Background: an optimization exercise with open tools, aiming at small area. Do not read the settings as production practice.
Function was checked by simulation only, so behaviour that the tests miss may differ from the original.
No driver is modelled on the clock port, so clocking that relies on it looks cheaper here than on a real chip.
No activity file was given, so power comes from the tool's default toggle rates.

Setup of oak:
==> flow/design.v (excerpt) <==
module fir_symm_tdm #(
  parameter int unsigned DATA_W    = fir_pkg::DEF_DATA_W,
  parameter int unsigned COEF_W    = fir_pkg::DEF_COEF_W,
  parameter int unsigned TAPS      = fir_pkg::DEF_TAPS,
  parameter int unsigned OUT_SHIFT = 16
) (
  input  logic                          clk,
  input  logic                          rst,
  input  logic                          clear,
  input  logic                          in_valid,
  output logic                          in_ready,
  input  logic [DATA_W-1:0]             in_data,
  input  logic                          coef_we,
  input  logic [5:0]                    coef_addr,
  input  logic [COEF_W-1:0]             coef_wdata,
  output logic                          out_valid,
  output logic [DATA_W-1:0]             out_data,
  output logic                          out_sat
);
Size in the first run: roughly 2600 flip-flops, ~64 I/O pins, about 0.064 mm² of cells after synthesis.
==> flow/config.mk <==
export PLATFORM = sky130hd
export DESIGN_NAME = fir_symm_tdm
export DESIGN_NICKNAME = fir_symm_tdm
export VERILOG_FILES = /design/flow/design.v
export SDC_FILE = /design/flow/constraint.sdc
export NUM_CORES = 4
export LEC_CHECK = 0
export ABC_AREA = 1
export CAP_MARGIN = 20
export CORE_MARGIN = 2
export CORE_UTILIZATION = 75
export PLACE_DENSITY = 0.8
export SLEW_MARGIN = 20
==> flow/constraint.sdc <==
create_clock -name core_clock -period 12.0 [get_ports {clk}]
set_input_delay 2.4000 -clock core_clock [delete_from_list [all_inputs] [get_ports {clk}]]
set_output_delay 2.4000 -clock core_clock [all_outputs]
set_load 0.01 [all_outputs]
standard.sh (not shown) runs the stock make flow with config.mk's settings and CLKGATE_MAP_FILE= SYNTH_SCRIPT=/design/flow/synth_recipe.tcl, a recipe that flattens the netlist after the stock synthesis.
==> flow/flow/run.sh <==
#!/bin/bash
# The standard layout (standard.sh) with three changes:
#  - synthesis is the standard flow's own script, except that ABC maps the logic with
#    flow/abc_area.script, an area-only mapping (flip-flops are not touched);
#  - clock tree synthesis adds no dummy loads and clusters up to 30 flip-flops
#    within 55 um per leaf buffer;
#  - the port buffers are the smallest buffer cell.
# All tool output goes to standard_flow.log and to the ORFS logs under orfs/logs.
set -euo pipefail
work=$PWD
std=$(sed -n 's/.* SYNTH_SCRIPT=\([^ ]*\) .*/\1/p' standard.sh)
[[ -n "$std" ]]
cat > my_synth.tcl <<TCL
proc abc {args} {
  set i [lsearch -exact \$args -script]
  if {\$i >= 0} { lset args [expr {\$i + 1}] $work/flow/abc_area.script }
  yosys abc {*}\$args
}
source $std
TCL
sed "s# SYNTH_SCRIPT=[^ ]* # SYNTH_SCRIPT=$work/my_synth.tcl #" standard.sh > my_standard.sh
grep -q "SYNTH_SCRIPT=$work/my_synth.tcl" my_standard.sh
export CTS_ARGS="-sink_clustering_enable -repair_clock_nets -dont_use_dummy_load -sink_clustering_size 30 -sink_clustering_max_diameter 55"
export BUFFER_PORTS_ARGS="-buffer_cell sky130_fd_sc_hd__buf_1"
bash my_standard.sh > standard_flow.log 2>&1
==> flow/flow/abc_area.script <==
strash;dch;map -a;amap
#### Input delta (pine over oak)
- swapping 75 for 70 in CORE_UTILIZATION
- clearing PLACE_DENSITY, which used to be 0.8
### Flow results
pine reached the end of the flow, and the finished layout is clean on the timing, design-rule and antenna checks. Going from oak to pine, detailed-placement wirelength estimate saw a decrease; period utilization saw a decrease; clock buffer count in the final layout saw an increase; time the final worst path needs with I/O delays and setup saw a decrease. pine vs. oak: number of detailed-route iterations in the first pass has decreased; clock skew grew by 0.029 ns; signed area change from the synthesized netlist to the final layout now sits higher. The lower via count of pine and oak is in pine.


fir_symm_tdm, a different RTL version from the one above (not shown whole).
Size in the first run: ~5,800 cells after synthesis, ~2,600 flip-flops, roughly 68,000 um^2 of cells after synthesis.
export LEC_CHECK = 0
export ABC_AREA = 1
export CAP_MARGIN = 20
export CORE_MARGIN = 2
export CORE_UTILIZATION = 60
export SLEW_MARGIN = 20
create_clock -name core_clock -period 12.0 [get_ports {clk}]
==> flow/flow/run.sh <==
#!/bin/bash
# Standard layout, with clock tree synthesis told not to add dummy loads.
set -euo pipefail
export CTS_ARGS="-sink_clustering_enable -repair_clock_nets -dont_use_dummy_load -sink_clustering_size 28 -sink_clustering_max_diameter 60"
bash standard.sh > standard_flow.log 2>&1
The starting point completed with no timing, DRC or antenna violations.
Next try:
==> flow/flow/run.sh (replaced) <==
#!/bin/bash
# Standard layout, with clock tree synthesis told not to add dummy loads and to
# cluster up to 34 flip-flops per leaf buffer, and the smallest buffer on the ports.
set -euo pipefail
export CTS_ARGS="-sink_clustering_enable -repair_clock_nets -dont_use_dummy_load -sink_clustering_size 34 -sink_clustering_max_diameter 60"
export BUFFER_PORTS_ARGS="-buffer_cell sky130_fd_sc_hd__buf_1"
bash standard.sh > standard_flow.log 2>&1
Settings changed: CORE_UTILIZATION 60 to 70.
What happened: The new run went through all stages and came out clean. Cell count decreases by 3.4%. Wire length increases by 6.5%. Via count increases by 1.8%. Worst setup slack gets better by 0.77 ns. Global-route usage increases by 4.5 points.
Next try:
==> flow/run.sh (new file) <==
#!/bin/bash
# synth_recipe.tcl (not shown) runs the flow's synth.tcl, then flattens the netlist and writes it again
# the make line also repeats each setting of config.mk as NAME=value (left out here)
make -C /OpenROAD-flow-scripts/flow DESIGN_CONFIG=/design/flow/config.mk WORK_HOME=/design/flow/orfs CLKGATE_MAP_FILE= SYNTH_SCRIPT=/design/flow/synth_recipe.tcl finish
Settings changed: CORE_UTILIZATION 70 to 60.
removed: flow/flow/run.sh
removed: flow/standard.sh
After rerunning: Routed wire length is lower by about 2.8%. Worst setup slack gets worse by 0.77 ns. Via count is higher by about 0.8%. Hold slack gets better by 0.015 ns. Count of clock-buffer cells in the layout is higher by 204.
Next try:
==> flow/flow/run.sh (new file) <==
#!/bin/bash
# Standard layout, with clock tree synthesis told not to add dummy loads.
set -euo pipefail
export CTS_ARGS="-sink_clustering_enable -repair_clock_nets -dont_use_dummy_load -sink_clustering_size 20 -sink_clustering_max_diameter 50"
bash standard.sh > standard_flow.log 2>&1
==> flow/standard.sh (new file) <==
#!/bin/bash
# synth_recipe.tcl (not shown) runs the flow's synth.tcl, then flattens the netlist and writes it again
# the make line also repeats each setting of config.mk as NAME=value (left out here)
make -C /OpenROAD-flow-scripts/flow DESIGN_CONFIG=/design/flow/config.mk WORK_HOME=/design/flow/orfs CLKGATE_MAP_FILE= SYNTH_SCRIPT=/design/flow/synth_recipe.tcl "${@:-finish}"
removed: flow/run.sh
Utilization fell by 3.2 points.
Power fell by roughly a tenth.
Routed wire length fell by a few percent.
First-iteration DRC count fell slightly.
Cell area fell by a few percent.
Next try:
==> flow/flow/run.sh (replaced) <==
#!/bin/bash
# Standard layout, with clock tree synthesis told not to add dummy loads.
set -euo pipefail
export CTS_ARGS="-sink_clustering_enable -repair_clock_nets -dont_use_dummy_load"
bash standard.sh > standard_flow.log 2>&1
Effect: Clock skew rose by 0.020 ns. Routed wire length rose by a few percent. Worst hold slack got worse by 0.037 ns. Flip-flop and latch count is unchanged. Final cell count rose slightly. Design area rose slightly. Power rose by a few percent. Clock-buffer cell count rose by 54. Core utilization rose by 1.2 points.


Another version of the RTL of fir_symm_tdm (not shown whole).
Size: about 4400 cells after synthesis, ~64 I/O pins.
Settings: LEC_CHECK=0, ABC_AREA=1, CAP_MARGIN=20, CORE_MARGIN=2, CORE_UTILIZATION=70, SLEW_MARGIN=20; clock period 12.0 ns.
==> flow/flow/run.sh <==
#!/bin/bash
# The standard layout (standard.sh) with these changes:
#  - synthesis is the standard flow's own script, except that ABC maps the logic with
#    flow/abc_area.script, an area-only mapping (flip-flops are not touched);
#  - clock tree synthesis adds no dummy loads and clusters up to 30 flip-flops
#    within 55 um per leaf buffer;
#  - after clock tree synthesis, flow/downsize_clk.tcl gives each clock buffer
#    the smallest clkbuf that keeps the slew at the pins it drives within 105 ps;
#  - the port buffers are the smallest buffer cell.
# All tool output goes to standard_flow.log and to the ORFS logs under orfs/logs.
set -euo pipefail
work=$PWD
std=$(sed -n 's/.* SYNTH_SCRIPT=\([^ ]*\) .*/\1/p' standard.sh)
[[ -n "$std" ]]
cat > my_synth.tcl <<TCL
proc abc {args} {
  set i [lsearch -exact \$args -script]
  if {\$i >= 0} { lset args [expr {\$i + 1}] $work/flow/abc_area.script }
  yosys abc {*}\$args
}
source $std
TCL
sed "s# SYNTH_SCRIPT=[^ ]* # SYNTH_SCRIPT=$work/my_synth.tcl #" standard.sh > my_standard.sh
grep -q "SYNTH_SCRIPT=$work/my_synth.tcl" my_standard.sh
export CTS_ARGS="-sink_clustering_enable -repair_clock_nets -dont_use_dummy_load -sink_clustering_size 30 -sink_clustering_max_diameter 55"
export POST_CTS_TCL="$work/flow/downsize_clk.tcl"
export BUFFER_PORTS_ARGS="-buffer_cell sky130_fd_sc_hd__buf_1"
bash my_standard.sh > standard_flow.log 2>&1
==> flow/flow/downsize_clk.tcl <==
# Post-CTS: give each clock buffer the smallest clkbuf that keeps the slew at
# every pin its output drives within a limit (estimated from placement).
estimate_parasitics -placement
set clk_slew_limit 0.105
set clk_sizes {sky130_fd_sc_hd__clkbuf_2 sky130_fd_sc_hd__clkbuf_4 sky130_fd_sc_hd__clkbuf_8}
proc clk_out_slew {inst} {
  set worst 0.0
  foreach out [get_pins -of_objects $inst -filter "direction == output"] {
    foreach p [get_pins -of_objects [get_nets -of_objects $out] -filter "direction == input"] {
      set s [get_property $p slew_max]
      if {$s > $worst} { set worst $s }
    }
  }
  return $worst
}
set n_down 0
foreach inst [get_cells clkbuf_*] {
  set orig [get_property $inst ref_name]
  if {$orig != "sky130_fd_sc_hd__clkbuf_16"} { continue }
  foreach size $clk_sizes {
    replace_cell $inst $size
    if {[clk_out_slew $inst] <= $clk_slew_limit} { incr n_down; break }
    replace_cell $inst $orig
  }
}
puts "downsize_clk: $n_down clock buffers downsized"
Scripts as last shown in full above: flow/flow/abc_area.script
Edit:
--- a/flow/flow/run.sh
+++ b/flow/flow/run.sh
@@ -1,3 +1,3 @@
 #!/bin/bash
-# The standard layout (standard.sh) with these changes:
+# The standard layout (standard.sh) with three changes:
 #  - synthesis is the standard flow's own script, except that ABC maps the logic with
@@ -7,3 +7,3 @@
 #  - after clock tree synthesis, flow/downsize_clk.tcl gives each clock buffer
-#    the smallest clkbuf that keeps the slew at the pins it drives within 105 ps;
+#    the smallest clkbuf that keeps the slew at the pins it drives within 100 ps;
 #  - the port buffers are the smallest buffer cell.
--- a/flow/flow/downsize_clk.tcl
+++ b/flow/flow/downsize_clk.tcl
@@ -3,4 +3,4 @@
 estimate_parasitics -placement
-set clk_slew_limit 0.105
-set clk_sizes {sky130_fd_sc_hd__clkbuf_2 sky130_fd_sc_hd__clkbuf_4 sky130_fd_sc_hd__clkbuf_8}
+set clk_slew_limit 0.100
+set clk_sizes {sky130_fd_sc_hd__clkbuf_4 sky130_fd_sc_hd__clkbuf_8}
 proc clk_out_slew {inst} {
Outcome: Wire length stays flat; final area hardly moves; cell count stays flat; hold slack is about the same; non-clock buffer count is unchanged; setup slack gets better by 0.011 ns; sequential share of layout area goes down by 0.14 points.
Edit:
--- a/flow/flow/run.sh
+++ b/flow/flow/run.sh
@@ -6,4 +6,2 @@
 #    within 55 um per leaf buffer;
-#  - after clock tree synthesis, flow/downsize_clk.tcl gives each clock buffer
-#    the smallest clkbuf that keeps the slew at the pins it drives within 100 ps;
 #  - the port buffers are the smallest buffer cell.
@@ -25,3 +23,2 @@
 export CTS_ARGS="-sink_clustering_enable -repair_clock_nets -dont_use_dummy_load -sink_clustering_size 30 -sink_clustering_max_diameter 55"
-export POST_CTS_TCL="$work/flow/downsize_clk.tcl"
 export BUFFER_PORTS_ARGS="-buffer_cell sky130_fd_sc_hd__buf_1"
- CAP_MARGIN: 20 -> 0
- SLEW_MARGIN: 20 -> 0
removed: flow/flow/downsize_clk.tcl
Result:
- fmax went down by 7.6%
- utilization is higher by 0.53 points
- die area is unchanged
- sequential power is about the same
- non-clock buffer count went down by 1
- total power came out higher by 2.3%
- routed wire length barely changes
- synthesized area does not change
- combinational power barely changes
- count of clock-buffer cells in the layout grows by 1
- via count goes down by 0.33%
Edit:
- CAP_MARGIN: 0 -> 20
- SLEW_MARGIN: 0 -> 20
Outcome: The new run ran to the end with no violations; utilization barely changes; routed wire length hardly moves; combinational power stays flat; setup slack is better by 0.61 ns; area after synthesis does not change; die area does not change; global-route usage goes down by 0.23 points; final cell count is about the same; design area stays flat; synthesized cell count is unchanged.
Edit:
- CAP_MARGIN: 20 -> 10
- GPL_TIMING_DRIVEN: not set -> 0
- SLEW_MARGIN: 20 -> 10
What happened: Sequential share of layout area fell by 0.10 points; power is about the same; clock power barely changes; wire length goes down by a few percent; count of clock-buffer cells in the layout went down by 3; sequential power is about the same; maximum frequency fell by a little under a tenth; non-clock buffer count goes down by 29.

[separate check: timing with driven ports]
In the flow no input, the clock included, has a driving cell. The finished layouts below were timed again as built, in two steps. Step 1 (the two cells are an assumption about what drives the block):
set clk [get_ports {clk}]
set_driving_cell -lib_cell sky130_fd_sc_hd__clkbuf_16 $clk
set_driving_cell -lib_cell sky130_fd_sc_hd__buf_2 [delete_from_list [all_inputs] $clk]
Step 2 also shifts input and output timing later by t, the mid clock arrival at the registers, as if the neighbouring blocks saw the same clock. Three values: ideal, step 1, step 2; two values: the first two.
run	t, ns	setup slack, ns	hold slack, ns	slew at the worst register clock pin (ns)
oak	0.793	2.983 / 2.983 / 2.983	0.293 / 0.293 / 0.293	0.11 / 0.11
pine	0.786	4.333 / 4.333 / 3.875	0.270 / 0.270 / 0.270	0.11 / 0.11
the first run of note 2	0.794	5.377 / 5.322 / 5.322	0.279 / 0.279 / 0.279	0.10 / 0.10
the second run of note 2	0.772	6.148 / 6.124 / 5.908	0.257 / 0.257 / 0.257	0.12 / 0.12
the third run of note 2	0.865	5.381 / 5.326 / 5.326	0.271 / 0.271 / 0.271	0.07 / 0.07
the fourth run of note 2	0.803	5.375 / 5.323 / 5.323	0.289 / 0.289 / 0.289	0.08 / 0.08
the fifth run of note 2	0.838	5.386 / 5.336 / 5.336	0.252 / 0.252 / 0.252	0.07 / 0.07
the first run of note 3	0.801	4.741 / 4.781 / 3.979	0.265 / 0.265 / 0.265	0.11 / 0.11
the second run of note 3	0.811	4.752 / 4.792 / 3.981	0.263 / 0.263 / 0.263	0.11 / 0.11
the third run of note 3	0.786	4.159 / 4.208 / 3.422	0.278 / 0.278 / 0.278	0.11 / 0.11
the fourth run of note 3	0.789	4.773 / 4.813 / 4.024	0.276 / 0.276 / 0.276	0.11 / 0.11
the fifth run of note 3	0.780	4.190 / 4.206 / 3.425	0.244 / 0.244 / 0.244	0.11 / 0.11
After both steps every run listed still meets setup and hold. The setup slack of the second run of note 3, which loses most, moves by +0.040 ns with the drivers and by -0.771 ns with both steps.
